Background: an optimization exercise with open tools, aiming at a short achievable clock period and few clock cycles. Do not read the settings as production practice. RTL that was checked went through simulation tests only; none was proved equivalent to the original. The RTL of runs 1 to 3 was laid out without a check of its function. Power figures rest on the tool's default switching activity, not on a simulated workload.

**flow/config.mk**
```make
export PLATFORM = sky130hd
export DESIGN_NAME = mips_core
export DESIGN_NICKNAME = mips_core
export VERILOG_FILES = /design/flow/design.v
export SDC_FILE = /design/flow/constraint.sdc
export NUM_CORES = 4
export LEC_CHECK = 0
export ABC_CLOCK_PERIOD_IN_PS = 2500
export CAP_MARGIN = 20
export CORE_MARGIN = 2
export CORE_UTILIZATION = 40
export SETUP_SLACK_MARGIN = 4.3
export SLEW_MARGIN = 20
export SYNTH_HIERARCHICAL = 1
export SYNTH_MINIMUM_KEEP_SIZE = 0
```
**flow/constraint.sdc**
```tcl
create_clock -name core_clock -period 6.5 [get_ports {clk}]
set_input_delay 1.3000 -clock core_clock [delete_from_list [all_inputs] [get_ports {clk}]]
set_output_delay 1.3000 -clock core_clock [all_outputs]
set_load 0.01 [all_outputs]
```
**flow/design.v**
```verilog
package mips_pkg;
    typedef logic [32-1:0]       word_t;
    typedef logic [5-1:0] reg_addr_t;
    typedef enum logic [5:0] {
        OP_SPECIAL = 6'h00,
        OP_BEQ     = 6'h04,
        OP_BNE     = 6'h05,
        OP_ADDIU   = 6'h09,
        OP_ORI     = 6'h0d,
        OP_LW      = 6'h23,
        OP_SW      = 6'h2b
    } opcode_e;
    typedef enum logic [5:0] {
        F_ADDU = 6'h21,
        F_SUBU = 6'h23,
        F_AND  = 6'h24,
        F_OR   = 6'h25,
        F_XOR  = 6'h26,
        F_SLT  = 6'h2a
    } funct_e;
    typedef struct packed {
        logic [5:0] opcode;
        reg_addr_t  rs;
        reg_addr_t  rt;
        reg_addr_t  rd;
        logic [4:0] shamt;
        logic [5:0] funct;
    } instr_t;
    typedef enum logic [2:0] {
        ALU_ADD,
        ALU_SUB,
        ALU_AND,
        ALU_OR,
        ALU_XOR,
        ALU_SLT
    } alu_op_e;
    typedef struct packed {
        alu_op_e alu_op;
        logic    use_imm;        
        logic    imm_zero_ext;
        logic    gpr_we;
        logic    wa_is_rd;       
        logic    mem_read;
        logic    mem_write;
        logic    branch;
        logic    branch_ne;
    } ctrl_t;
    typedef enum logic [1:0] {
        FWD_REG,
        FWD_MEM,
        FWD_WB
    } fwd_sel_e;
    function automatic word_t fwd_select(fwd_sel_e sel, word_t reg_val, word_t mem_val,
                                         word_t wb_val);
        word_t val;
        case (sel)
            mips_pkg::FWD_MEM: val = mem_val;
            mips_pkg::FWD_WB:  val = wb_val;
            default: val = reg_val;
        endcase
        fwd_select = val;
    endfunction
endpackage
`timescale 1ns/1ns
module ks_nand (input logic a, b, output logic y);
    assign y = ~(a & b);
endmodule
module ks_nor (input logic a, b, output logic y);
    assign y = ~(a | b);
endmodule
module ks_xor (input logic a, b, output logic y);
    assign y = a ^ b;
endmodule
module ks_inv (input logic a, output logic y);
    assign y = ~a;
endmodule
module ks_cell_t (input logic gh, ph, gl, pl, output logic gn, pn);
    assign gn = ~(gh | (ph & gl));
    assign pn = ~(ph & pl);
endmodule
module ks_cell_n (input logic gnh, pnh, gnl, pnl, output logic g, p);
    assign g = ~(gnh & (pnh | gnl));
    assign p = ~(pnh | pnl);
endmodule
module ks_add32 (
    input  logic [31:0] x,
    input  logic [31:0] y,
    output logic [31:0] s
);
    logic [31:0] p;
    logic [31:0] g [6];
    logic [31:0] t [6];
    for (genvar i = 0; i < 32; i++) begin : g_leaf
        ks_xor  u_p (.a(x[i]), .b(y[i]), .y(p[i]));
        ks_nand u_g (.a(x[i]), .b(y[i]), .y(g[0][i]));
        ks_nor  u_t (.a(x[i]), .b(y[i]), .y(t[0][i]));
    end
    for (genvar l = 1; l <= 5; l++) begin : g_lvl
        localparam int D = 1 << (l - 1);
        for (genvar i = 0; i < 32; i++) begin : g_bit
            if (i < D) begin : g_pass
                ks_inv u_g (.a(g[l-1][i]), .y(g[l][i]));
                ks_inv u_t (.a(t[l-1][i]), .y(t[l][i]));
            end else if (l % 2 == 1) begin : g_n
                ks_cell_n u_c (.gnh(g[l-1][i]), .pnh(t[l-1][i]), .gnl(g[l-1][i-D]),
                               .pnl(t[l-1][i-D]), .g(g[l][i]), .p(t[l][i]));
            end else begin : g_t
                ks_cell_t u_c (.gh(g[l-1][i]), .ph(t[l-1][i]), .gl(g[l-1][i-D]),
                               .pl(t[l-1][i-D]), .gn(g[l][i]), .pn(t[l][i]));
            end
        end
    end
    assign s[0] = p[0];
    for (genvar i = 1; i < 32; i++) begin : g_sum
        ks_xor u_s (.a(p[i]), .b(g[5][i-1]), .y(s[i]));
    end
endmodule
module ks_eq32 (
    input  logic [31:0] x,
    input  logic [31:0] y,
    output logic        eq
);
    logic [31:0] d;
    logic [15:0] e1;     
    logic [7:0]  n2;     
    logic [3:0]  e3;
    logic [1:0]  n4;
    for (genvar i = 0; i < 32; i++) begin : g_d
        ks_xor u_d (.a(x[i]), .b(y[i]), .y(d[i]));
    end
    for (genvar i = 0; i < 16; i++) begin : g_1
        ks_nor u_e (.a(d[2*i]), .b(d[2*i+1]), .y(e1[i]));
    end
    for (genvar i = 0; i < 8; i++) begin : g_2
        ks_nand u_n (.a(e1[2*i]), .b(e1[2*i+1]), .y(n2[i]));
    end
    for (genvar i = 0; i < 4; i++) begin : g_3
        ks_nor u_e (.a(n2[2*i]), .b(n2[2*i+1]), .y(e3[i]));
    end
    for (genvar i = 0; i < 2; i++) begin : g_4
        ks_nand u_n (.a(e3[2*i]), .b(e3[2*i+1]), .y(n4[i]));
    end
    ks_nor u_eq (.a(n4[0]), .b(n4[1]), .y(eq));
endmodule
module ks_majn (input logic a, b, c, output logic y);
    assign y = ~((a & b) | (c & (a | b)));
endmodule
module ks_add32c (
    input  logic [31:0] x,
    input  logic [31:0] y,
    input  logic        ci,
    output logic [31:0] s,
    output logic        c31      
);
    logic [31:0] p;
    logic [31:0] g [6];
    logic [31:0] t [6];
    ks_xor  u_p0 (.a(x[0]), .b(y[0]), .y(p[0]));
    ks_majn u_g0 (.a(x[0]), .b(y[0]), .c(ci), .y(g[0][0]));
    assign t[0][0] = 1'b1;
    for (genvar i = 1; i < 32; i++) begin : g_leaf
        ks_xor  u_p (.a(x[i]), .b(y[i]), .y(p[i]));
        ks_nand u_g (.a(x[i]), .b(y[i]), .y(g[0][i]));
        ks_nor  u_t (.a(x[i]), .b(y[i]), .y(t[0][i]));
    end
    for (genvar l = 1; l <= 5; l++) begin : g_lvl
        localparam int D = 1 << (l - 1);
        for (genvar i = 0; i < 32; i++) begin : g_bit
            if (i < D) begin : g_pass
                ks_inv u_g (.a(g[l-1][i]), .y(g[l][i]));
                ks_inv u_t (.a(t[l-1][i]), .y(t[l][i]));
            end else if (l % 2 == 1) begin : g_n
                ks_cell_n u_c (.gnh(g[l-1][i]), .pnh(t[l-1][i]), .gnl(g[l-1][i-D]),
                               .pnl(t[l-1][i-D]), .g(g[l][i]), .p(t[l][i]));
            end else begin : g_t
                ks_cell_t u_c (.gh(g[l-1][i]), .ph(t[l-1][i]), .gl(g[l-1][i-D]),
                               .pl(t[l-1][i-D]), .gn(g[l][i]), .pn(t[l][i]));
            end
        end
    end
    ks_xor u_s0 (.a(p[0]), .b(ci), .y(s[0]));
    assign c31 = g[5][30];
    for (genvar i = 1; i < 32; i++) begin : g_sum
        ks_xor u_s (.a(p[i]), .b(g[5][i-1]), .y(s[i]));
    end
endmodule
module ks_nand3 (input logic a, b, c, output logic y);
    assign y = ~(a & b & c);
endmodule
module ks_mux2i (input logic s, a, b, output logic y);
    assign y = ~(s ? a : b);
endmodule
module ks_a21oi (input logic a, b, c, output logic y);
    assign y = ~((a & b) | c);
endmodule
module ks_pick (
    input  logic        kill,
    input  logic        c,
    input  logic [10:0] q,
    input  logic [10:0] n,
    input  logic [10:0] e,
    output logic        y
);
    logic [11:0] u;      
    logic [3:0]  v;
    logic [1:0]  w;
    ks_inv u_c (.a(c), .y(u[11]));
    for (genvar k = 0; k < 11; k++) begin : g_t
        ks_mux2i u_t (.s(e[k]), .a(q[k]), .b(n[k]), .y(u[k]));
    end
    for (genvar k = 0; k < 4; k++) begin : g_v
        ks_nand3 u_v (.a(u[3*k]), .b(u[3*k+1]), .c(u[3*k+2]), .y(v[k]));
    end
    for (genvar k = 0; k < 2; k++) begin : g_w
        ks_nor u_w (.a(v[2*k]), .b(v[2*k+1]), .y(w[k]));
    end
    ks_a21oi u_y (.a(w[0]), .b(w[1]), .c(kill), .y(y));
endmodule
`timescale 1ns/1ns
module mips_core (
    input  logic            clk,
    input  logic            rst,
    output mips_pkg::word_t iport_addr_o,
    input  mips_pkg::word_t iport_data_i,
    output mips_pkg::word_t dport_addr_o,
    output mips_pkg::word_t dport_wdata_o,
    output logic            dport_we_o,
    output logic            dport_re_o,
    input  mips_pkg::word_t dport_rdata_i
);
    typedef logic [31:0] word_t;
    typedef logic [4:0]  ra_t;
    localparam int NID = 9;
    localparam int NEX = 5;
    word_t pc;
    word_t id_instr;
    word_t id_pc4;
    word_t id_ra, id_rb;             
    logic  id_a_ex, id_a_ld, id_a_res, id_a_wb, id_a_rf;
    logic  id_b_ex, id_b_ld, id_b_res, id_b_wb, id_b_rf;
    logic            id_bc;
    logic [NID-1:0]  id_bq, id_bn;
    logic            id_kill;        
    logic            id_we_f;        
    ra_t             id_wa_f;
    word_t ex_a, ex_b, ex_t;         
    logic  ex_a_res, ex_b_pos, ex_b_neg, ex_t_res;
    logic  ex_a_ld, ex_b_ldp, ex_b_ldn, ex_t_ld;
    logic  ex_sub, ex_add, ex_and, ex_or, ex_xor, ex_slt;
    logic  ex_ld, ex_st, ex_we;
    ra_t   ex_wa;
    logic            ex_mc;
    logic [NEX-1:0]  ex_mq, ex_mn;
    word_t mem_res;
    word_t mem_addr;                 
    word_t mem_wdata;
    logic  mem_ld, mem_st, mem_we;
    logic  mem_ldv;                  
    ra_t   mem_wa;
    word_t wb_data;
    logic  wb_we;
    ra_t   wb_wa;
    word_t regs [1:31];
    logic [5:0]  op, fn;
    ra_t         rd, rt;
    logic [15:0] imm;
    logic        d_r, d_addu, d_subu, d_and, d_or, d_xor, d_slt;
    logic        d_addiu, d_ori, d_lw, d_sw, d_beq, d_bne, d_br;
    logic        d_we;
    ra_t         d_wa;
    assign op  = id_instr[31:26];
    assign rt  = id_instr[20:16];
    assign rd  = id_instr[15:11];
    assign fn  = id_instr[5:0];
    assign imm = id_instr[15:0];
    assign d_addu  = op == 6'h00 && fn == 6'h21;
    assign d_subu  = op == 6'h00 && fn == 6'h23;
    assign d_and   = op == 6'h00 && fn == 6'h24;
    assign d_or    = op == 6'h00 && fn == 6'h25;
    assign d_xor   = op == 6'h00 && fn == 6'h26;
    assign d_slt   = op == 6'h00 && fn == 6'h2a;
    assign d_r     = d_addu | d_subu | d_and | d_or | d_xor | d_slt;
    assign d_addiu = op == 6'h09;
    assign d_ori   = op == 6'h0d;
    assign d_lw    = op == 6'h23;
    assign d_sw    = op == 6'h2b;
    assign d_beq   = op == 6'h04;
    assign d_bne   = op == 6'h05;
    assign d_br    = d_beq | d_bne;
    assign d_wa = id_wa_f;
    assign d_we = id_we_f && !id_kill;
    ra_t   f_rs, f_rt;
    word_t f_ra, f_rb;
    assign f_rs = iport_data_i[25:21];
    assign f_rt = iport_data_i[20:16];
    logic [5:0] f_op, f_fn;
    logic       f_r, f_we;
    ra_t        f_wa;
    assign f_op = iport_data_i[31:26];
    assign f_fn = iport_data_i[5:0];
    assign f_r  = f_op == 6'h00 && (f_fn == 6'h21 || f_fn == 6'h23 || f_fn == 6'h24 ||
                                    f_fn == 6'h25 || f_fn == 6'h26 || f_fn == 6'h2a);
    assign f_wa = f_r ? iport_data_i[15:11] : iport_data_i[20:16];
    assign f_we = (f_r || f_op == 6'h09 || f_op == 6'h0d || f_op == 6'h23) && f_wa != 5'd0;
    assign f_ra = (f_rs == 5'd0) ? 32'd0 : (wb_we && wb_wa == f_rs) ? wb_data : regs[f_rs];
    assign f_rb = (f_rt == 5'd0) ? 32'd0 : (wb_we && wb_wa == f_rt) ? wb_data : regs[f_rt];
    logic f_a_ex, f_a_mem, f_a_wb, f_b_ex, f_b_mem, f_b_wb;
    assign f_a_ex  = d_we   && d_wa   == f_rs;
    assign f_a_mem = ex_we  && ex_wa  == f_rs;
    assign f_a_wb  = mem_we && mem_wa == f_rs;
    assign f_b_ex  = d_we   && d_wa   == f_rt;
    assign f_b_mem = ex_we  && ex_wa  == f_rt;
    assign f_b_wb  = mem_we && mem_wa == f_rt;
    logic n_a_ex, n_a_ld, n_a_res, n_a_wb, n_a_rf;
    logic n_b_ex, n_b_ld, n_b_res, n_b_wb, n_b_rf;
    assign n_a_ex  = f_a_ex;
    assign n_a_ld  = !f_a_ex && f_a_mem && ex_ld;
    assign n_a_res = !f_a_ex && f_a_mem && !ex_ld;
    assign n_a_wb  = !f_a_ex && !f_a_mem && f_a_wb;
    assign n_a_rf  = !f_a_ex && !f_a_mem && !f_a_wb;
    assign n_b_ex  = f_b_ex;
    assign n_b_ld  = !f_b_ex && f_b_mem && ex_ld;
    assign n_b_res = !f_b_ex && f_b_mem && !ex_ld;
    assign n_b_wb  = !f_b_ex && !f_b_mem && f_b_wb;
    assign n_b_rf  = !f_b_ex && !f_b_mem && !f_b_wb;
    logic            f_br, f_bne, f_late, f_same, f_bc;
    logic [NID-1:0]  f_pair;
    assign f_br   = iport_data_i[31:27] == 5'b00010;
    assign f_bne  = iport_data_i[26];
    assign f_late = n_a_ex || n_b_ex;
    assign f_same = (n_a_res && n_b_res) || (n_a_ld && n_b_ld) || (n_a_wb && n_b_wb);
    assign f_pair = {(n_a_ld && n_b_wb) || (n_a_wb && n_b_ld),
                     (n_a_res && n_b_wb) || (n_a_wb && n_b_res),
                     n_a_ld && n_b_rf,
                     n_a_wb && n_b_rf,
                     n_a_res && n_b_rf,
                     n_a_rf && n_b_ld,
                     n_a_rf && n_b_wb,
                     n_a_rf && n_b_res,
                     n_a_rf && n_b_rf};
    assign f_bc   = f_br && (f_late || (f_same && !f_bne));
    word_t val_a, val_b;
    assign val_a = ({32{id_a_ld}}  & dport_rdata_i)
                 | ({32{id_a_res}} & mem_res)
                 | ({32{id_a_wb}}  & wb_data)
                 | ({32{id_a_rf}}  & id_ra);
    assign val_b = ({32{id_b_ld}}  & dport_rdata_i)
                 | ({32{id_b_res}} & mem_res)
                 | ({32{id_b_wb}}  & wb_data)
                 | ({32{id_b_rf}}  & id_rb);
    word_t imm_ext;
    logic  d_use_imm;
    assign imm_ext   = d_ori ? {16'h0, imm} : {{16{imm[15]}}, imm};
    assign d_use_imm = d_addiu | d_ori | d_lw | d_sw;
    word_t id_target;
    logic  id_late;
    ks_add32 u_target_add (.x(id_pc4), .y({{14{imm[15]}}, imm, 2'b00}), .s(id_target));
    assign id_late = id_a_ex || id_b_ex;
    logic [NID-1:0] id_eq;
    ks_eq32 u_eq_rf_rf  (.x(id_ra),         .y(id_rb),         .eq(id_eq[0]));
    ks_eq32 u_eq_rf_res (.x(id_ra),         .y(mem_res),       .eq(id_eq[1]));
    ks_eq32 u_eq_rf_wb  (.x(id_ra),         .y(wb_data),       .eq(id_eq[2]));
    ks_eq32 u_eq_rf_ld  (.x(id_ra),         .y(dport_rdata_i), .eq(id_eq[3]));
    ks_eq32 u_eq_res_rf (.x(mem_res),       .y(id_rb),         .eq(id_eq[4]));
    ks_eq32 u_eq_wb_rf  (.x(wb_data),       .y(id_rb),         .eq(id_eq[5]));
    ks_eq32 u_eq_ld_rf  (.x(dport_rdata_i), .y(id_rb),         .eq(id_eq[6]));
    ks_eq32 u_eq_res_wb (.x(mem_res),       .y(wb_data),       .eq(id_eq[7]));
    ks_eq32 u_eq_ld_wb  (.x(dport_rdata_i), .y(wb_data),       .eq(id_eq[8]));
    logic [3:0] id_redirect;
    for (genvar k = 0; k < 4; k++) begin : g_redirect
        ks_pick u_pick (.kill(id_kill), .c(id_bc), .q({2'b00, id_bq}), .n({2'b00, id_bn}),
                        .e({2'b00, id_eq}), .y(id_redirect[k]));
    end
    word_t a, b, t;
    word_t sum;
    word_t alu;
    logic  c31, slt;
    assign a = ({32{ex_a_res}} & mem_res) | ({32{ex_a_ld}} & dport_rdata_i) | ex_a;
    assign b = ({32{ex_b_pos}} & mem_res) | ({32{ex_b_neg}} & ~mem_res)
             | ({32{ex_b_ldp}} & dport_rdata_i) | ({32{ex_b_ldn}} & ~dport_rdata_i) | ex_b;
    assign t = ({32{ex_t_res}} & mem_res) | ({32{ex_t_ld}} & dport_rdata_i) | ex_t;
    ks_add32c u_alu_add (.x(a), .y(b), .ci(ex_sub), .s(sum), .c31(c31));
    logic slt_and_n, slt_or_n;
    ks_nand u_slt_and (.a(a[31]), .b(b[31]), .y(slt_and_n));
    ks_nor  u_slt_or  (.a(a[31]), .b(b[31]), .y(slt_or_n));
    ks_mux2i u_slt (.s(c31), .a(slt_and_n), .b(slt_or_n), .y(slt));
    word_t logic_res;
    always_comb begin
        for (int i = 0; i < 32; i++) begin
            logic_res[i] = (a[i] ^ b[i]) ? (ex_or | ex_xor) : (a[i] & (ex_and | ex_or));
        end
    end
    assign alu = ({32{ex_add}} & sum) | logic_res | {31'd0, ex_slt & slt};
    logic [NEX-1:0] ex_eq;
    ks_eq32 u_eq_at (.x(ex_a),          .y(ex_t),          .eq(ex_eq[0]));
    ks_eq32 u_eq_mt (.x(mem_res),       .y(ex_t),          .eq(ex_eq[1]));
    ks_eq32 u_eq_am (.x(ex_a),          .y(mem_res),       .eq(ex_eq[2]));
    ks_eq32 u_eq_lt (.x(dport_rdata_i), .y(ex_t),          .eq(ex_eq[3]));
    ks_eq32 u_eq_al (.x(ex_a),          .y(dport_rdata_i), .eq(ex_eq[4]));
    logic [8:0] mispredict;
    for (genvar k = 0; k < 9; k++) begin : g_mispredict
        ks_pick u_pick (.kill(1'b0), .c(ex_mc), .q({6'd0, ex_mn}), .n({6'd0, ex_mq}),
                        .e({6'd0, ex_eq}), .y(mispredict[k]));
    end
    word_t pc4;
    ks_add32 u_pc_inc (.x(pc), .y(32'd4), .s(pc4));
    assign iport_addr_o = pc;
    word_t pc_seq, pc_tgt, pc_fall_n, pc_pick_n, pc_next;
    assign pc_seq    = rst ? 32'd0 : pc4;
    assign pc_tgt    = rst ? 32'd0 : id_target;
    assign pc_fall_n = rst ? 32'hffff_ffff : ~id_pc4;
    for (genvar i = 0; i < 32; i++) begin : g_pc_next
        ks_mux2i u_pick (.s(id_redirect[i / 8]), .a(pc_tgt[i]), .b(pc_seq[i]), .y(pc_pick_n[i]));
        ks_mux2i u_next (.s(mispredict[i / 8]), .a(pc_fall_n[i]), .b(pc_pick_n[i]), .y(pc_next[i]));
    end
    always_ff @(posedge clk) begin
        pc <= pc_next;
    end
    always_ff @(posedge clk) begin
        for (int i = 0; i < 32; i++) begin
            if (rst || mispredict[4 + i / 8]) begin
                id_instr[i] <= 1'b0;         
            end else begin
                id_instr[i] <= iport_data_i[i];
            end
        end
        id_kill  <= rst || mispredict[8];
        id_we_f  <= f_we;
        id_wa_f  <= f_wa;
        id_bc    <= f_bc;
        id_bq    <= (f_br && !f_late && !f_bne) ? f_pair : '0;
        id_bn    <= (f_br && !f_late && f_bne) ? f_pair : '0;
        id_pc4   <= pc4;
        id_ra    <= f_ra;
        id_rb    <= f_rb;
        id_a_ex  <= n_a_ex;
        id_a_ld  <= n_a_ld;
        id_a_res <= n_a_res;
        id_a_wb  <= n_a_wb;
        id_a_rf  <= n_a_rf;
        id_b_ex  <= n_b_ex;
        id_b_ld  <= n_b_ld;
        id_b_res <= n_b_res;
        id_b_wb  <= n_b_wb;
        id_b_rf  <= n_b_rf;
    end
    logic           e_a_res, e_a_ld, e_a_reg, e_t_res, e_t_ld, e_t_reg, e_late_br;
    logic [NEX-1:0] e_pair;
    assign e_a_res   = id_a_ex && !ex_ld;
    assign e_a_ld    = id_a_ex && ex_ld;
    assign e_a_reg   = !id_a_ex;
    assign e_t_res   = id_b_ex && !ex_ld;
    assign e_t_ld    = id_b_ex && ex_ld;
    assign e_t_reg   = !id_b_ex;
    assign e_late_br = d_br && id_late;
    assign e_pair    = {e_a_reg && e_t_ld, e_a_ld && e_t_reg, e_a_reg && e_t_res,
                        e_a_res && e_t_reg, e_a_reg && e_t_reg};
    always_ff @(posedge clk) begin
        ex_a      <= id_a_ex ? 32'd0 : val_a;
        ex_b      <= d_use_imm ? imm_ext : (id_b_ex ? 32'd0 : ((d_subu | d_slt) ? ~val_b : val_b));
        ex_t      <= id_b_ex ? 32'd0 : val_b;
        ex_a_res  <= e_a_res;
        ex_a_ld   <= e_a_ld;
        ex_b_pos  <= id_b_ex && !ex_ld && !d_use_imm && !(d_subu | d_slt);
        ex_b_neg  <= id_b_ex && !ex_ld && !d_use_imm && (d_subu | d_slt);
        ex_b_ldp  <= id_b_ex && ex_ld && !d_use_imm && !(d_subu | d_slt);
        ex_b_ldn  <= id_b_ex && ex_ld && !d_use_imm && (d_subu | d_slt);
        ex_t_res  <= e_t_res;
        ex_t_ld   <= e_t_ld;
        ex_wa     <= d_wa;
        ex_sub    <= d_subu | d_slt;
        ex_add    <= d_addu | d_subu | d_addiu | d_lw | d_sw;
        ex_and    <= d_and;
        ex_or     <= d_or | d_ori;
        ex_xor    <= d_xor;
        ex_slt    <= d_slt;
        if (rst) begin
            ex_mc <= 1'b0;
            ex_mq <= '0;
            ex_mn <= '0;
            ex_ld <= 1'b0;
            ex_st <= 1'b0;
            ex_we <= 1'b0;
        end else begin
            ex_mc <= e_late_br && d_bne && ((e_a_res && e_t_res) || (e_a_ld && e_t_ld));
            ex_mq <= (e_late_br && !d_bne) ? e_pair : '0;
            ex_mn <= (e_late_br && d_bne) ? e_pair : '0;
            ex_ld <= d_lw;
            ex_st <= d_sw;
            ex_we <= d_we;
        end
    end
    always_ff @(posedge clk) begin
        mem_res   <= alu;
        mem_addr  <= sum;
        mem_wdata <= t;
        mem_wa    <= ex_wa;
        if (rst) begin
            mem_ld  <= 1'b0;
            mem_ldv <= 1'b0;
            mem_st  <= 1'b0;
            mem_we  <= 1'b0;
        end else begin
            mem_ld  <= ex_ld;
            mem_ldv <= ex_ld && ex_we;
            mem_st  <= ex_st;
            mem_we  <= ex_we;
        end
    end
    assign dport_addr_o  = mem_addr;
    assign dport_wdata_o = mem_wdata;
    assign dport_we_o    = mem_st;
    assign dport_re_o    = mem_ld;
    always_ff @(posedge clk) begin
        wb_data <= mem_ldv ? dport_rdata_i : mem_res;
        wb_wa   <= mem_wa;
        wb_we   <= rst ? 1'b0 : mem_we;
    end
    always_ff @(posedge clk) begin
        if (wb_we) regs[wb_wa] <= wb_data;
    end
endmodule
```
**flow/run.sh**
```bash
#!/bin/bash
# synth_recipe.tcl (not shown) runs the flow's synth.tcl, then flattens the netlist and writes it again
# the make line also repeats each setting of config.mk as NAME=value (left out here)
make -C /OpenROAD-flow-scripts/flow DESIGN_CONFIG=/design/flow/config.mk WORK_HOME=/design/flow/orfs CLKGATE_MAP_FILE= SYNTH_SCRIPT=/design/flow/synth_recipe.tcl finish
```
==> results of run 1 <==
==> routing by layer <==
metal | vias up | wire [µm] | part of all wire [%]
met5 | - | 8 | 0.0026
met4 | 2 | 18450 | 6.1
met3 | 840 | 32390 | 11
met2 | 3608 | 138900 | 46
met1 | 30270 | 114000 | 38
li1 | 25738 | - | -
==> what timing repair did <==
item                                    CTS  global route
hold buffers                              0             0
setup buffers                           277           110
pin swaps                               290           214
cloned                                   81            16
endpoints found under the hold margin     0             0
setup endpoints to repair              1327           676
gates resized for setup                1651           332
==> sequential cells by signal, indices dropped and copies added, names as in the netlist, 5 cells and up <==
signal     count
ex_b          32
id_instr      22
id_ra         32
id_pc4        32
id_rb         32
mem_wdata     32
ex_mq          5
id_wa_f        5
ex_wa          5
wb_data       32
mem_wa         5
mem_addr      32
id_bq          9
ex_a          32
ex_t          32
regs         992
wb_wa          5
mem_res       32
ex_mn          5
pc            32
id_bn          9
==> per-stage QoR <==
stage	worst slack (ps)	total power, mW
global route	3634	28.82
floorplan	3365	15.29
global placement	1810	17.32
finish	3707	27.90
CTS	3723	27.43
detailed placement	1841	17.38
==> cell type report <==
| cell class | instances | area share [%] |
|---|---|---|
| diodes | 2 | 0.004965 |
| multi-input cells | 4792 | 41.31 |
| repair buffers | 779 | 10.75 |
| inverters | 151 | 0.5747 |
| clock buffers | 201 | 4.179 |
| flip-flops and latches | 1450 | 39.05 |
| clock inverters | 78 | 0.9756 |
| well taps | 2542 | 3.155 |
==> final timing paths <==
kind / end / slack (ps) / from / cells after the start
worst max-delay path: pc[5] / 3710 / dport_rdata_i[17] / 14
worst min-delay path: wb_wa[2] / 400 / mem_wa[2] / 0
worst max register to register: mem_res[15] / 3710 / ex_b_neg / 14
worst min register to register: wb_wa[2] / 400 / mem_wa[2] / 0
==> power groups by stage <==
stage / clock network, mW / registers [mW] / logic, mW
6_report: 9.14 / 11.3 / 7.43
5_1_grt: 9.57 / 11.4 / 7.89
4_1_cts: 9.20 / 11.3 / 6.93
3_5_place_dp: 0 / 11.5 / 5.91
3_3_place_gp: 0 / 11.5 / 5.85
2_1_floorplan: 0 / 11.4 / 3.94
==> worst register-to-register path: stages, from the launching register on <==
cell	delay, ps
dfxtp_4	360
buf_12	150
mux2_4	300
a2111oi_4	210
inv_1	100
a21o_1	210
o21ai_4	90
inv_2	90
a21oi_4	180
o21ai_4	80
a21oi_2	180
buf_4	130
inv_2	50
xor2_2	190
a221o_1	340
==> impl_metrics.csv, run 1 <==
group,metric,value,unit
status,status,"complete, no violations",
drt,total_wire_length,303800,µm
setup_path,crit_path_top_delay_cell,"nor2_4",
pwr,internal_power,18.87,mW
hold_path,hold_path_class,"reg2reg",
setup_path,cp_top_family,"simple AND/OR/NAND/NOR gates",
placed_design,placed_cells,9230,
drt,remaining_drc_errors,0,
setup_path,cp_cell_sequence,"buf_12 -> xor2_2 -> nor2_1 -> nand2_1 -> nor2_2 -> nand2_2 -> nor2_4 -> mux2i_1 -> nand3_1 -> nor2_2 -> a21oi_4 -> buf_12 -> mux2i_4 -> mux2i_1",
drt,via_count,60458,
floorplanning,fp.dieArea,198400,µm²
pwr,comb_power_share,26.6,%
pwr,power_switching_share,32.35,%
final_layout,regArea,39370,µm²
drt,first_iter_violations,7573,
final_layout,final_common_cell,"edfxtp_1",
drt,vias_per_cell,6.049,
sta,fin_crit,2793,ps
floorplanning,die_w,445.4,µm
final_layout,final_core_util,51.91,%
pwr,p_seq_share,40.6,%
sta,setup_viol,0,
global_routing,globalRouteOverflowTotal,0,
clocking,cts_tree,"done",
clocking,clkLatencyLatePin,860,ps
setup_path,worstPathBufferInverterCount,2,
drt,drt-pass1-iter-count,6,
placed_design,dp_hpwl,174500,µm
final_layout,fraction_of_layout_cells_with_a_size_suffix_above_1,34.44,%
clocking,cts-buffers-inserted,152,
final_layout,mostFrequentLayoutCells,"992 x edfxtp_1, 673 x xor2_1, 535 x nor2_1, 503 x mux2i_1, 379 x nand2_1",
sta,tightest_slew,1072,ps
sta,timing.final.max_slew_violations,0,
setup_path,start_kind,"input port",
sta,max_freq,0.3580,GHz
global_routing,pin_count_of_the_biggest_net_entering_global_routing,108,
floorplanning,floorplan.initialDensity,40.14,%
floorplanning,design.portCount,164,
setup_path,worst-setup-path-type,"in2reg",
placed_design,placed_area,84540,µm²
drt,detail-route-antenna-nets,0,
setup_path,worst_ep_arrival_time,3520,ps
global_routing,top_usage_layer,"met2",
global_routing,via_count_of_the_first_global_routing_pass,58799,
placed_design,gp_congestion,0.9289,
pwr,peakVddDrop,305.2,µV
final_layout,layout.nets,7392,
global_routing,use_met3,6.937,%
sta,hold-worst-slack,395.1,ps
drt,routedWlPerCell,30.40,µm
clocking,max_clock_buf_depth,3,
final_layout,multiInputGateArea,41640,µm²
sta,slew_headroom,28.55,%
clocking,htree_levels,4,
job,maxCapViolCount,0,
floorplanning,rows,162,
synthesis,synth_warnings,15,
final_layout,final_cell_count_no_fill,9995,
global_routing,grt_first_pass_wirelength,424200,µm
sta,final.setup_skew,58.55,ps
clocking,cts.sink_count,1450,
pwr,power_density,276.7,nW/µm²
synthesis,syn-instance-count,6461,
pwr,pwr-share-clk,32.8,%
clocking,clk_pin_slew,60,ps
final_layout,fin_area,100800,µm²
synthesis,synth_area,77940,µm²
setup_path,worstSetupEndpointType,"flop",
floorplanning,design.core.area,194200,µm²
global_routing,grt.met1_usage,37.64,%
pwr,p_sw,9.024,mW
pwr,power_leakage,37.60,nW
global_routing,global_route.usage.total,29.49,%
sta,layout_worst_path_cycle_share,42.97,%
setup_path,critPathMaxFanout,11,
global_routing,grt.met2_usage,46.63,%
setup_path,worst_path_largest_cell_delay,260,ps
placed_design,io_buffer_count,163,
clocking,clockRootBuffer,"clkbuf_16",
global_routing,initial_antenna_violation_count,7,
setup_path,required_time_of_the_critical_path,7230,ps
final_layout,fillers,16341,
sta,rsz0062_at_grt,"true",
synthesis,avgSynthCellArea,12.06,µm²
final_layout,area.growth.synth_to_final,29.33,%
floorplanning,height_of_the_die,445.4,µm
sta,timing.setup.tns,0,ps
sta,final-hold-violation-count,0,
==> run 2: changes to the inputs <==
--- a/flow/config.mk
+++ b/flow/config.mk
@@ -10,3 +10,4 @@
 export CORE_MARGIN = 2
-export CORE_UTILIZATION = 40
+export CORE_UTILIZATION = 55
+export PLACE_DENSITY = 0.65
 export SETUP_SLACK_MARGIN = 4.3
==> run 2 against run 1 <==
Net effect: synthesized cell count unchanged; clock-buffer cell count fell by 4; total power fell by 1.5%; global-route usage is 8.8 points higher; worst setup slack got worse by 40 ps; critical endpoint is now mem_res[0]; via count increased by 0.60%.
==> impl_metrics.csv, run 2 <==
group,metric,value,unit
final_layout,largest-register,"regs",
global_routing,via_count_of_the_first_global_routing_pass,58849,
sta,tightest_slew,989.0,ps
pwr,power_leakage,37.29,nW
sta,setup_viol,0,
synthesis,syn-instance-count,6461,
setup_path,worst_ep_arrival_time,3480,ps
status,status,"complete, no violations",
drt,first_iter_violations,8208,
setup_path,start_kind,"input port",
clocking,cts-buffers-inserted,156,
job,maxCapViolCount,0,
setup_path,cp_cell_sequence,"buf_6 -> nor2b_1 -> a2111oi_4 -> inv_1 -> a21o_1 -> o21ai_2 -> inv_2 -> a21oi_4 -> o21ai_4 -> a21oi_4 -> o21ai_4 -> mux2i_4 -> a22oi_2 -> o221ai_1",
final_layout,number_of_flip_flops_in_the_largest_register,992,
setup_path,required_time_of_the_critical_path,7150,ps
sta,layout_worst_path_cycle_share,43.58,%
setup_path,worst_setup_path_startpoint,"dport_rdata_i[0]",
synthesis,synth_warnings,15,
setup_path,critPathMaxFanout,12,
sta,timing.setup.tns,0,ps
setup_path,worst-setup-path-type,"in2reg",
drt,via_count,60822,
setup_path,worst_path_largest_cell_delay,330,ps
global_routing,initial_antenna_violation_count,9,
drt,remaining_drc_errors,0,
clocking,cts_tree,"done",
drt,detail-route-antenna-nets,0,
pwr,peakVddDrop,246.9,µV
final_layout,mostFrequentLayoutCells,"992 x edfxtp_1, 680 x xor2_1, 545 x nor2_1, 506 x mux2i_1, 393 x nand2_1",
hold_path,hold_path_class,"reg2reg",
global_routing,globalRouteOverflowTotal,0,
drt,total_wire_length,285500,µm
sta,fin_crit,2833,ps
final_layout,layout.nets,7368,
clocking,max_clock_buf_depth,3,
setup_path,r2r_cells,14,
floorplanning,rows,138,
floorplanning,design.core.area,141100,µm²
placed_design,placed_area,83700,µm²
sta,max_freq,0.3530,GHz
floorplanning,design.portCount,164,
placed_design,io_buffer_count,163,
setup_path,worstSetupEndpointType,"flop",
floorplanning,height_of_the_die,380.5,µm
drt,vias_per_cell,6.533,
clocking,htree_levels,4,
final_layout,final_common_cell,"edfxtp_1",
placed_design,dp_hpwl,160800,µm
final_layout,area.growth.synth_to_final,27.17,%
clocking,clk_pin_slew,60,ps
sta,final-hold-violation-count,0,
sta,slew_headroom,34.07,%
sta,timing.final.max_slew_violations,0,
floorplanning,die_w,380.5,µm
clocking,cts.sink_count,1450,
hold_path,hold_path_depth,0,
global_routing,grt_first_pass_wirelength,404700,µm
pwr,power_density,277.3,nW/µm²
setup_path,startpoint_of_the_worst_slack_reg_to_reg_timing_path,"ex_b_pos",
drt,drt-pass1-iter-count,8,
synthesis,avgSynthCellArea,12.06,µm²
floorplanning,fp.dieArea,144700,µm²
hold_path,hp-start,"mem_wa[0]",
placed_design,gp_congestion,0.9483,
sta,rsz0062_at_grt,"true",
floorplanning,floorplan.initialDensity,55.25,%
drt,routedWlPerCell,30.67,µm
clocking,clkLatencyLatePin,820,ps
synthesis,synth_area,77940,µm²
final_layout,fraction_of_layout_cells_with_a_size_suffix_above_1,33.18,%
setup_path,crit_path_top_delay_cell,"a2111oi_4",
clocking,clockRootBuffer,"clkbuf_16",
global_routing,global_route.usage.total,38.26,%
global_routing,pin_count_of_the_biggest_net_entering_global_routing,80,
sta,final.setup_skew,45.05,ps
final_layout,fin_area,99120,µm²
run 2: metrics by stage:
stage | hold slack, ps | setup WS [ps] | total power, mW | util [%] | std cells
floorplan | 373.0 | 3365 | 15.29 | - | 6735
global placement | 386.0 | 2046 | 17.13 | 59.33 | 8578
detailed placement | 382.6 | 2020 | 17.18 | 59.33 | 8578
CTS | 388.8 | 3799 | 26.92 | 68.57 | 9201
global route | 404.6 | 3580 | 28.40 | 70.26 | 9307
finish | 395.7 | 3667 | 27.48 | 70.26 | 9310
run 2: routing by layer:
metal,global-route usage [%],up-vias,wire [µm]
li1,-,25727,-
met2,59.35,4103,129100
met3,8.882,891,33900
met5,0,-,71
met1,51.09,30091,106800
met4,17.81,10,15620
run 2: worst paths after layout:
kind | to | slack (ps)
max | mem_res[0] | 3670
max reg2reg | mem_res[0] | 3700
min | wb_wa[0] | 400
min reg2reg | wb_wa[0] | 400
run 2: repair_timing:
item,CTS,global route
pin swaps,260,217
gates cloned,86,9
setup buffers,264,97
hold buffers,0,0
endpoints found under the setup margin,1327,771
gates resized for setup,1517,315
run 2: final cells by class:
class / instances / area (µm²)
flip-flops and latches: 1450 / 39290
multi-input cells: 4793 / 41380
clock buffers: 197 / 4169
repair buffers: 750 / 10440
inverters: 151 / 639.4
diodes: 3 / 7.507
fillers: 9782 / 41950
clock inverters: 76 / 824.5
well taps: 1890 / 2365
run 2: report_power, final:
part	total [mW]	switching [mW]	internal [mW]	leakage, nW
Sequential	11.3	0.751	10.5	13.1
Combinational	7.29	4.14	3.15	21.8
Clock	8.90	3.86	5.04	2.43
run 2: worst max-delay path, delay by kind of cell:
kind	cells	cell delay [ps]
mux	1	210
simple gates	1	90
compound gates	9	1530
buf+inv	3	350
==> run 3: changes to the inputs <==
--- a/flow/config.mk
+++ b/flow/config.mk
@@ -10,5 +10,4 @@
 export CORE_MARGIN = 2
-export CORE_UTILIZATION = 55
-export PLACE_DENSITY = 0.65
-export SETUP_SLACK_MARGIN = 4.3
+export CORE_UTILIZATION = 40
+export SETUP_SLACK_MARGIN = 4.7
 export SLEW_MARGIN = 20
==> run 3 against run 2 <==
Net effect: still clean; via count is 2.4% higher; worst setup slack better by 27 ps; clock skew is 20 ps higher; design area is 6.1% higher; cell count is 9.6% higher; sequential cell count stayed put; combinational power is 6.0% higher; clock-buffer cell count is 2 higher; sequential share of layout area is 2.2 points lower; routed wire length is 10% higher; synthesized cell count stayed put; global-route usage is 8.6 points lower.
==> impl_metrics.csv, run 3 <==
group,metric,value,unit
floorplanning,rows,162,
sta,hold-worst-slack,355.3,ps
drt,drt-pass1-iter-count,6,
hold_path,hold_path_class,"reg2reg",
setup_path,worst_case_register_to_register_setup_slack,3710,ps
global_routing,pin_count_of_the_biggest_net_entering_global_routing,95,
final_layout,area.growth.synth_to_final,34.92,%
setup_path,critPathMaxFanout,12,
final_layout,final_common_cell,"edfxtp_1",
clocking,htree_levels,4,
pwr,power_leakage,39.50,nW
hold_path,min_delay_worst_endpoint,"wb_wa[2]",
sta,fin_ws,3694,ps
floorplanning,floorplan.initialDensity,40.14,%
clocking,cts-buffers-inserted,157,
placed_design,dp_hpwl,164300,µm
drt,remaining_drc_errors,0,
setup_path,worst-setup-path-type,"in2reg",
final_layout,final_core_util,54.15,%
sta,timing.setup.tns,0,ps
setup_path,worst_ep_arrival_time,3520,ps
global_routing,grt_first_pass_wirelength,427500,µm
sta,max_freq,0.3563,GHz
floorplanning,design.core.area,194200,µm²
placed_design,dpl_worst_slack,1914,ps
sta,timing.final.max_slew_violations,0,
clocking,cts.sink_count,1450,
drt,via_count,62297,
status,status,"complete, no violations",
final_layout,fraction_of_layout_cells_with_a_size_suffix_above_1,37.73,%
clocking,clockRootBuffer,"clkbuf_16",
sta,layout_worst_path_cycle_share,43.17,%
global_routing,via_count_of_the_first_global_routing_pass,60235,
hold_path,hp-start,"mem_wa[2]",
floorplanning,design.portCount,164,
sta,tightest_slew,888.8,ps
placed_design,io_buffer_count,163,
final_layout,layout.nets,7591,
global_routing,initial_antenna_violation_count,5,
sta,final.setup_skew,65.26,ps
global_routing,globalRouteOverflowTotal,0,
floorplanning,die_w,445.4,µm
synthesis,avgSynthCellArea,12.06,µm²
floorplanning,fp.dieArea,198400,µm²
sta,fin_crit,2806,ps
sta,setup_viol,0,
final_layout,fin_area,105200,µm²
hold_path,hold_path_depth,0,
setup_path,r2r_cells,14,
drt,total_wire_length,314400,µm
placed_design,gp_congestion,0.9130,
sta,final-hold-violation-count,0,
final_layout,number_of_flip_flops_in_the_largest_register,992,
global_routing,global_route.usage.total,29.69,%
placed_design,placed_area,84790,µm²
job,maxCapViolCount,0,
setup_path,start_kind,"input port",
pwr,peakVddDrop,200.8,µV
setup_path,startpoint_of_the_worst_slack_reg_to_reg_timing_path,"ex_b_pos",
setup_path,required_time_of_the_critical_path,7220,ps
synthesis,synth_area,77940,µm²
setup_path,reg2reg_to,"mem_res[28]",
synthesis,syn-instance-count,6461,
clocking,cts_tree,"done",
drt,detail-route-antenna-nets,0,
sta,rsz0062_at_grt,"true",
drt,vias_per_cell,6.107,
synthesis,synth_warnings,15,
clocking,hold_buffers,0,
sta,slew_headroom,40.75,%
pwr,power_density,268.3,nW/µm²
drt,first_iter_violations,7755,
clocking,max_clock_buf_depth,3,
floorplanning,height_of_the_die,445.4,µm
clocking,clk_pin_slew,70,ps
setup_path,worstSetupEndpointType,"flop",
clocking,clkLatencyLatePin,860,ps
final_layout,largest-register,"regs",
drt,routedWlPerCell,30.82,µm
final_layout,mostFrequentLayoutCells,"992 x edfxtp_1, 662 x xor2_1, 503 x mux2i_1, 487 x nor2_1, 380 x nand2_1",
==> run 3: routing by layer <==
| metal | vias to the layer above | GRT usage, % | wire length [µm] |
|---|---|---|---|
| met2 | 4039 | 47.48 | 143500 |
| li1 | 26188 | - | - |
| met5 | - | 0 | 70 |
| met4 | 10 | 17.65 | 22810 |
| met3 | 989 | 6.123 | 33890 |
| met1 | 31071 | 37.14 | 114100 |
==> run 3: how the worst max path moves through the flow <==
stage	startpoint	endpoint	slack (ps)	cells past startpoint
after global routing	ex_b_pos	mem_res[28]	3630	14
final	dport_rdata_i[0]	mem_res[28]	3690	14
after detailed placement	dport_rdata_i[31]	pc[1]	1910	12
after global placement	dport_rdata_i[29]	pc[2]	1890	12
after floorplan	dport_rdata_i[0]	mem_res[31]	3370	11
after CTS	ex_b_neg	mem_res[0]	3730	14
==> run 3: repair_timing <==
item	CTS	global route
buffers inserted	380	122
pin swaps	359	225
resized for setup	1882	387
gates cloned	134	39
endpoints found under the setup margin	1405	942
==> run 3: per-stage QoR <==
step	cells	power (mW)
floorplan	6735	15.31
global placement	9233	17.23
detailed placement	9233	17.28
CTS	10038	27.64
global route	10199	29.14
finish	10201	28.21
==> run 3: layout make-up <==
cell class | count | area [µm²]
tap | 2542 | 3181
timing repair buffer | 970 | 14610
multi-input combinational | 4795 | 42120
inverter | 151 | 621.8
antenna | 2 | 5.005
fill | 15626 | 89020
sequential | 1450 | 39410
clock buffer | 199 | 4243
clock inverter | 92 | 973.4
==> run 3: power by group <==
group          internal [mW]  switching [mW]  leakage, nW  total [mW]
Sequential              10.5           0.750         13.1        11.3
Clock                   5.16            4.03         2.55        9.18
Combinational           3.38            4.35         23.9        7.73
==> run 3: worst max-delay path: stages <==
cell and delay (ps):
buf_8 140, nor2b_1 90, a2111oi_4 300, inv_1 110
a21o_1 170, o21ai_2 90, buf_4 150, o21ai_2 80
a21oi_2 210, inv_2 80, a21oi_4 220, o21ai_4 100
xor2_2 150, a221o_1 320
==> run 4: changes to the inputs <==
--- a/flow/design.v
+++ b/flow/design.v
@@ -232,4 +232,4 @@
     typedef logic [4:0]  ra_t;
-    localparam int NID = 9;
-    localparam int NEX = 5;
+    localparam int NID = 6;
+    localparam int NEX = 3;
     word_t pc;
@@ -247,3 +247,2 @@
     logic  ex_a_res, ex_b_pos, ex_b_neg, ex_t_res;
-    logic  ex_a_ld, ex_b_ldp, ex_b_ldn, ex_t_ld;
     logic  ex_sub, ex_add, ex_and, ex_or, ex_xor, ex_slt;
@@ -291,2 +290,6 @@
     assign d_we = id_we_f && !id_kill;
+    logic d_use_rs, d_use_rt, stall;
+    assign d_use_rs = d_r | d_addiu | d_ori | d_lw | d_sw | d_br;
+    assign d_use_rt = d_r | d_sw | d_br;
+    assign stall    = ex_ld && ((id_a_ex && d_use_rs) || (id_b_ex && d_use_rt));
     ra_t   f_rs, f_rt;
@@ -329,10 +332,7 @@
     assign f_bne  = iport_data_i[26];
-    assign f_late = n_a_ex || n_b_ex;
-    assign f_same = (n_a_res && n_b_res) || (n_a_ld && n_b_ld) || (n_a_wb && n_b_wb);
-    assign f_pair = {(n_a_ld && n_b_wb) || (n_a_wb && n_b_ld),
-                     (n_a_res && n_b_wb) || (n_a_wb && n_b_res),
-                     n_a_ld && n_b_rf,
+    assign f_late = n_a_ex || n_b_ex || n_a_ld || n_b_ld;
+    assign f_same = (n_a_res && n_b_res) || (n_a_wb && n_b_wb);
+    assign f_pair = {(n_a_res && n_b_wb) || (n_a_wb && n_b_res),
                      n_a_wb && n_b_rf,
                      n_a_res && n_b_rf,
-                     n_a_rf && n_b_ld,
                      n_a_rf && n_b_wb,
@@ -357,17 +357,14 @@
     ks_add32 u_target_add (.x(id_pc4), .y({{14{imm[15]}}, imm, 2'b00}), .s(id_target));
-    assign id_late = id_a_ex || id_b_ex;
+    assign id_late = id_a_ex || id_b_ex || id_a_ld || id_b_ld;
     logic [NID-1:0] id_eq;
-    ks_eq32 u_eq_rf_rf  (.x(id_ra),         .y(id_rb),         .eq(id_eq[0]));
-    ks_eq32 u_eq_rf_res (.x(id_ra),         .y(mem_res),       .eq(id_eq[1]));
-    ks_eq32 u_eq_rf_wb  (.x(id_ra),         .y(wb_data),       .eq(id_eq[2]));
-    ks_eq32 u_eq_rf_ld  (.x(id_ra),         .y(dport_rdata_i), .eq(id_eq[3]));
-    ks_eq32 u_eq_res_rf (.x(mem_res),       .y(id_rb),         .eq(id_eq[4]));
-    ks_eq32 u_eq_wb_rf  (.x(wb_data),       .y(id_rb),         .eq(id_eq[5]));
-    ks_eq32 u_eq_ld_rf  (.x(dport_rdata_i), .y(id_rb),         .eq(id_eq[6]));
-    ks_eq32 u_eq_res_wb (.x(mem_res),       .y(wb_data),       .eq(id_eq[7]));
-    ks_eq32 u_eq_ld_wb  (.x(dport_rdata_i), .y(wb_data),       .eq(id_eq[8]));
+    ks_eq32 u_eq_rf_rf  (.x(id_ra),   .y(id_rb),   .eq(id_eq[0]));
+    ks_eq32 u_eq_rf_res (.x(id_ra),   .y(mem_res), .eq(id_eq[1]));
+    ks_eq32 u_eq_rf_wb  (.x(id_ra),   .y(wb_data), .eq(id_eq[2]));
+    ks_eq32 u_eq_res_rf (.x(mem_res), .y(id_rb),   .eq(id_eq[3]));
+    ks_eq32 u_eq_wb_rf  (.x(wb_data), .y(id_rb),   .eq(id_eq[4]));
+    ks_eq32 u_eq_res_wb (.x(mem_res), .y(wb_data), .eq(id_eq[5]));
     logic [3:0] id_redirect;
     for (genvar k = 0; k < 4; k++) begin : g_redirect
-        ks_pick u_pick (.kill(id_kill), .c(id_bc), .q({2'b00, id_bq}), .n({2'b00, id_bn}),
-                        .e({2'b00, id_eq}), .y(id_redirect[k]));
+        ks_pick u_pick (.kill(id_kill || stall), .c(id_bc), .q({5'd0, id_bq}), .n({5'd0, id_bn}),
+                        .e({5'd0, id_eq}), .y(id_redirect[k]));
     end
@@ -377,6 +374,5 @@
     logic  c31, slt;
-    assign a = ({32{ex_a_res}} & mem_res) | ({32{ex_a_ld}} & dport_rdata_i) | ex_a;
-    assign b = ({32{ex_b_pos}} & mem_res) | ({32{ex_b_neg}} & ~mem_res)
-             | ({32{ex_b_ldp}} & dport_rdata_i) | ({32{ex_b_ldn}} & ~dport_rdata_i) | ex_b;
-    assign t = ({32{ex_t_res}} & mem_res) | ({32{ex_t_ld}} & dport_rdata_i) | ex_t;
+    assign a = ({32{ex_a_res}} & mem_res) | ex_a;
+    assign b = ({32{ex_b_pos}} & mem_res) | ({32{ex_b_neg}} & ~mem_res) | ex_b;
+    assign t = ({32{ex_t_res}} & mem_res) | ex_t;
     ks_add32c u_alu_add (.x(a), .y(b), .ci(ex_sub), .s(sum), .c31(c31));
@@ -394,11 +390,9 @@
     logic [NEX-1:0] ex_eq;
-    ks_eq32 u_eq_at (.x(ex_a),          .y(ex_t),          .eq(ex_eq[0]));
-    ks_eq32 u_eq_mt (.x(mem_res),       .y(ex_t),          .eq(ex_eq[1]));
-    ks_eq32 u_eq_am (.x(ex_a),          .y(mem_res),       .eq(ex_eq[2]));
-    ks_eq32 u_eq_lt (.x(dport_rdata_i), .y(ex_t),          .eq(ex_eq[3]));
-    ks_eq32 u_eq_al (.x(ex_a),          .y(dport_rdata_i), .eq(ex_eq[4]));
+    ks_eq32 u_eq_at (.x(ex_a),    .y(ex_t),    .eq(ex_eq[0]));
+    ks_eq32 u_eq_mt (.x(mem_res), .y(ex_t),    .eq(ex_eq[1]));
+    ks_eq32 u_eq_am (.x(ex_a),    .y(mem_res), .eq(ex_eq[2]));
     logic [8:0] mispredict;
     for (genvar k = 0; k < 9; k++) begin : g_mispredict
-        ks_pick u_pick (.kill(1'b0), .c(ex_mc), .q({6'd0, ex_mn}), .n({6'd0, ex_mq}),
-                        .e({6'd0, ex_eq}), .y(mispredict[k]));
+        ks_pick u_pick (.kill(1'b0), .c(ex_mc), .q({8'd0, ex_mn}), .n({8'd0, ex_mq}),
+                        .e({8'd0, ex_eq}), .y(mispredict[k]));
     end
@@ -408,3 +402,3 @@
     word_t pc_seq, pc_tgt, pc_fall_n, pc_pick_n, pc_next;
-    assign pc_seq    = rst ? 32'd0 : pc4;
+    assign pc_seq    = rst ? 32'd0 : (stall ? pc : pc4);
     assign pc_tgt    = rst ? 32'd0 : id_target;
@@ -422,3 +416,3 @@
                 id_instr[i] <= 1'b0;         
-            end else begin
+            end else if (!stall) begin
                 id_instr[i] <= iport_data_i[i];
@@ -426,33 +420,48 @@
         end
-        id_kill  <= rst || mispredict[8];
-        id_we_f  <= f_we;
-        id_wa_f  <= f_wa;
-        id_bc    <= f_bc;
-        id_bq    <= (f_br && !f_late && !f_bne) ? f_pair : '0;
-        id_bn    <= (f_br && !f_late && f_bne) ? f_pair : '0;
-        id_pc4   <= pc4;
-        id_ra    <= f_ra;
-        id_rb    <= f_rb;
-        id_a_ex  <= n_a_ex;
-        id_a_ld  <= n_a_ld;
-        id_a_res <= n_a_res;
-        id_a_wb  <= n_a_wb;
-        id_a_rf  <= n_a_rf;
-        id_b_ex  <= n_b_ex;
-        id_b_ld  <= n_b_ld;
-        id_b_res <= n_b_res;
-        id_b_wb  <= n_b_wb;
-        id_b_rf  <= n_b_rf;
+        id_kill <= rst || mispredict[8];
+        if (!stall) begin
+            id_we_f  <= f_we;
+            id_wa_f  <= f_wa;
+            id_bc    <= f_bc;
+            id_bq    <= (f_br && !f_late && !f_bne) ? f_pair : '0;
+            id_bn    <= (f_br && !f_late && f_bne) ? f_pair : '0;
+            id_pc4   <= pc4;
+            id_ra    <= f_ra;
+            id_rb    <= f_rb;
+            id_a_ex  <= n_a_ex;
+            id_a_ld  <= n_a_ld;
+            id_a_res <= n_a_res;
+            id_a_wb  <= n_a_wb;
+            id_a_rf  <= n_a_rf;
+            id_b_ex  <= n_b_ex;
+            id_b_ld  <= n_b_ld;
+            id_b_res <= n_b_res;
+            id_b_wb  <= n_b_wb;
+            id_b_rf  <= n_b_rf;
+        end else begin
+            id_bc    <= d_br;
+            id_bq    <= '0;
+            id_bn    <= '0;
+            if (id_a_wb) id_ra <= wb_data;
+            if (id_b_wb) id_rb <= wb_data;
+            id_a_ex  <= 1'b0;
+            id_a_ld  <= id_a_ex;
+            id_a_res <= 1'b0;
+            id_a_wb  <= id_a_ld || id_a_res;
+            id_a_rf  <= id_a_wb || id_a_rf;
+            id_b_ex  <= 1'b0;
+            id_b_ld  <= id_b_ex;
+            id_b_res <= 1'b0;
+            id_b_wb  <= id_b_ld || id_b_res;
+            id_b_rf  <= id_b_wb || id_b_rf;
+        end
     end
-    logic           e_a_res, e_a_ld, e_a_reg, e_t_res, e_t_ld, e_t_reg, e_late_br;
+    logic           e_a_res, e_a_reg, e_t_res, e_t_reg, e_late_br;
     logic [NEX-1:0] e_pair;
-    assign e_a_res   = id_a_ex && !ex_ld;
-    assign e_a_ld    = id_a_ex && ex_ld;
+    assign e_a_res   = id_a_ex;
     assign e_a_reg   = !id_a_ex;
-    assign e_t_res   = id_b_ex && !ex_ld;
-    assign e_t_ld    = id_b_ex && ex_ld;
+    assign e_t_res   = id_b_ex;
     assign e_t_reg   = !id_b_ex;
     assign e_late_br = d_br && id_late;
-    assign e_pair    = {e_a_reg && e_t_ld, e_a_ld && e_t_reg, e_a_reg && e_t_res,
-                        e_a_res && e_t_reg, e_a_reg && e_t_reg};
+    assign e_pair    = {e_a_reg && e_t_res, e_a_res && e_t_reg, e_a_reg && e_t_reg};
     always_ff @(posedge clk) begin
@@ -462,9 +471,5 @@
         ex_a_res  <= e_a_res;
-        ex_a_ld   <= e_a_ld;
-        ex_b_pos  <= id_b_ex && !ex_ld && !d_use_imm && !(d_subu | d_slt);
-        ex_b_neg  <= id_b_ex && !ex_ld && !d_use_imm && (d_subu | d_slt);
-        ex_b_ldp  <= id_b_ex && ex_ld && !d_use_imm && !(d_subu | d_slt);
-        ex_b_ldn  <= id_b_ex && ex_ld && !d_use_imm && (d_subu | d_slt);
+        ex_b_pos  <= id_b_ex && !d_use_imm && !(d_subu | d_slt);
+        ex_b_neg  <= id_b_ex && !d_use_imm && (d_subu | d_slt);
         ex_t_res  <= e_t_res;
-        ex_t_ld   <= e_t_ld;
         ex_wa     <= d_wa;
@@ -476,3 +481,3 @@
         ex_slt    <= d_slt;
-        if (rst) begin
+        if (rst || stall) begin
             ex_mc <= 1'b0;
@@ -484,3 +489,3 @@
         end else begin
-            ex_mc <= e_late_br && d_bne && ((e_a_res && e_t_res) || (e_a_ld && e_t_ld));
+            ex_mc <= e_late_br && d_bne && e_a_res && e_t_res;
             ex_mq <= (e_late_br && !d_bne) ? e_pair : '0;
--- a/flow/config.mk
+++ b/flow/config.mk
@@ -11,3 +11,3 @@
 export CORE_UTILIZATION = 40
-export SETUP_SLACK_MARGIN = 4.7
+export SETUP_SLACK_MARGIN = 4.3
 export SLEW_MARGIN = 20
==> run 4 against run 3 <==
Net effect: critical path depth fell by 2; clock skew fell by 14 ps; routed wire length fell by 9.5%; register-to-register slack improved by 90 ps; critical endpoint is now mem_res[24]; largest power group unchanged.
==> impl_metrics.csv, run 4 <==
group,metric,value,unit
placed_design,dpl_worst_slack,2429,ps
drt,via_count,57973,
sta,slew_headroom,42.94,%
floorplanning,fp.dieArea,196200,µm²
global_routing,initial_antenna_violation_count,9,
setup_path,start_kind,"flop",
clocking,clkLatencyLatePin,830,ps
pwr,peakVddDrop,222.0,µV
floorplanning,design.portCount,164,
drt,total_wire_length,284400,µm
placed_design,gp_congestion,0.9042,
hold_path,hold_path_class,"reg2reg",
setup_path,worstPathBufferInverterCount,2,
drt,routedWlPerCell,29.52,µm
final_layout,layout.nets,7046,
global_routing,globalRouteOverflowTotal,0,
synthesis,avgSynthCellArea,12.64,µm²
sta,timing.final.max_slew_violations,0,
synthesis,synth_warnings,15,
clocking,clk_pin_slew,60,ps
sta,fin_ws,3803,ps
drt,detail-route-antenna-nets,0,
setup_path,worst_ep_arrival_time,3410,ps
setup_path,worst_path_largest_cell_delay,400,ps
pwr,power_leakage,36.82,nW
final_layout,number_of_flip_flops_in_the_largest_register,992,
sta,rsz0062_at_grt,"true",
global_routing,pin_count_of_the_biggest_net_entering_global_routing,79,
global_routing,via_count_of_the_first_global_routing_pass,55133,
floorplanning,rows,161,
clocking,cts-buffers-inserted,158,
drt,vias_per_cell,6.017,
final_layout,area.growth.synth_to_final,29.84,%
status,status,"complete, no violations",
final_layout,fraction_of_layout_cells_with_a_size_suffix_above_1,36.48,%
placed_design,io_buffer_count,163,
sta,fin_crit,2697,ps
global_routing,grt_first_pass_wirelength,394800,µm
floorplanning,design.core.area,192000,µm²
clocking,clockRootBuffer,"clkbuf_16",
sta,layout_worst_path_cycle_share,41.49,%
final_layout,mostFrequentLayoutCells,"1094 x edfxtp_1, 492 x nor2_1, 469 x xor2_1, 443 x nand2_1, 427 x mux4_2",
sta,final.setup_skew,50.80,ps
floorplanning,height_of_the_die,442.9,µm
setup_path,crit_path_frequent_cell,"nor2_4",
clocking,htree_levels,4,
final_layout,largest-register,"regs",
floorplanning,die_w,442.9,µm
final_layout,final_common_cell,"edfxtp_1",
setup_path,worst-setup-path-type,"reg2reg",
sta,timing.setup.tns,0,ps
setup_path,cp_top_family,"compound AO/OA/AOI/OAI gates",
setup_path,crit_path_top_delay_cell,"dfxtp_4",
placed_design,dp_hpwl,156000,µm
pwr,p_total,27.75,mW
synthesis,synth_area,77050,µm²
pwr,power_density,277.4,nW/µm²
clocking,max_clock_buf_depth,3,
drt,drt-pass1-iter-count,9,
final_layout,fillers,15827,
setup_path,critPathMaxFanout,8,
sta,max_freq,0.3708,GHz
sta,tightest_slew,855.8,ps
drt,remaining_drc_errors,0,
drt,first_iter_violations,7153,
job,maxCapViolCount,0,
setup_path,cp_cell_sequence,"clkbuf_16 -> nor2b_4 -> a211o_4 -> nor2_4 -> buf_6 -> nor2_4 -> a21oi_4 -> o21ai_2 -> a21oi_2 -> o21ai_4 -> xor2_2 -> a221o_1",
floorplanning,floorplan.initialDensity,40.14,%
synthesis,syn-instance-count,6095,
sta,setup_viol,0,
global_routing,global_route.usage.total,27.60,%
setup_path,required_time_of_the_critical_path,7210,ps
setup_path,worstSetupEndpointType,"flop",
sta,final-hold-violation-count,0,
clocking,cts_tree,"done",
clocking,cts.sink_count,1436,
==> run 4: final timing paths <==
kind	slack, ps	cells past startpoint	from	to
max	3800	12	ex_b_neg	mem_res[24]
min	410	0	mem_wa[1]	wb_wa[1]
max reg2reg	3800	12	ex_b_neg	mem_res[24]
min reg2reg	410	0	mem_wa[1]	wb_wa[1]
==> run 4: area by class of cell <==
class | count | area [µm²] | area share, %
inverters | 146 | 614.3 | 0.6141
flip-flops and latches | 1436 | 40140 | 40.12
multi-input cells | 4533 | 40840 | 40.82
clock inverters | 82 | 1160 | 1.159
diodes | 3 | 7.507 | 0.007504
repair inverters | 1 | 8.758 | 0.008754
repair buffers | 704 | 9886 | 9.881
well taps | 2526 | 3161 | 3.159
clock buffers | 204 | 4224 | 4.222
==> run 4: what timing repair did <==
item,in CTS,in global routing
resized for setup,1168,428
pin swaps,218,195
setup buffers,267,83
setup endpoints to repair,1334,974
hold buffers,0,0
cloned,85,14
==> run 4: report_power, final <==
| part | internal, mW | total (mW) | switching [mW] |
|---|---|---|---|
| registers | 10.6 | 11.4 | 0.783 |
| logic | 2.97 | 7.03 | 4.06 |
| clock network | 5.41 | 9.35 | 3.94 |
==> run 4: layer usage <==
metal | wire length, µm | global-route usage (%)
met2 | 131100 | 43.97
met3 | 30950 | 5.729
met5 | 19 | 0
met1 | 107300 | 36.18
met4 | 15020 | 12.68
==> run 4: worst register-to-register path, delay by kind of cell, from the launching register on <==
family	cells	cell delay [ps]
AO/OA/AOI/OAI	6	1320
XOR/XNOR	1	190
buffers and inverters	2	320
flip-flops	1	400
AND/OR/NAND/NOR	3	360
==> run 4: metrics by stage <==
stage | area (µm²) | util, % | hold slack [ps] | instances
after floorplan | 80180 | - | 354.9 | 6451
after global placement | 83560 | 43.53 | 386.7 | 8895
after detailed placement | 83630 | 43.56 | 386.9 | 8897
after CTS | 96890 | 50.47 | 395.4 | 9535
after global routing | 100000 | 52.11 | 410.9 | 9633
final | 100000 | 52.11 | 405.9 | 9635
Testbench counts of run 4, summed over its fixed seeds: cycles 73,702.

==> what the ideal ports hide <==
The flow's constraints put no driver on any port. The routed layouts listed below were extracted and timed again, unchanged, in two steps.
Step 1: set_driving_cell puts a clkbuf_16 on clk and a buf_2 on each other input, an assumption about the parent block.
Step 2 moves the port delays by t, midway between the first and last clock arrival at a register: inputs arrive t later, outputs are due t later. That takes back most of the time a late clock gives input paths.
Three values: ideal ports, drivers, drivers and shift; two values: the first two.
| run | shift t [ns] | setup WS [ns] | hold WS [ns] | worst data-port slew with drivers (ns) | pins driven straight from the clock port |
|---|---|---|---|---|---|
| run 1 | 0.925 | 3.707 / 3.482 / 2.557 | 0.395 / 0.395 / 0.395 | 0.64 | 1 |
| run 2 | 0.881 | 3.667 / 3.643 / 2.762 | 0.396 / 0.396 / 0.396 | 0.40 | 1 |
| run 3 | 0.919 | 3.694 / 3.537 / 2.618 | 0.355 / 0.355 / 0.355 | 0.53 | 1 |
| run 4 | 0.889 | 3.803 / 3.622 / 2.734 | 0.406 / 0.406 / 0.406 | 0.48 | 1 |
After both steps setup and hold are still met in every run listed. For run 1, which loses most, drivers alone change the setup slack by -0.225 ns; drivers and shift together by -1.150 ns.
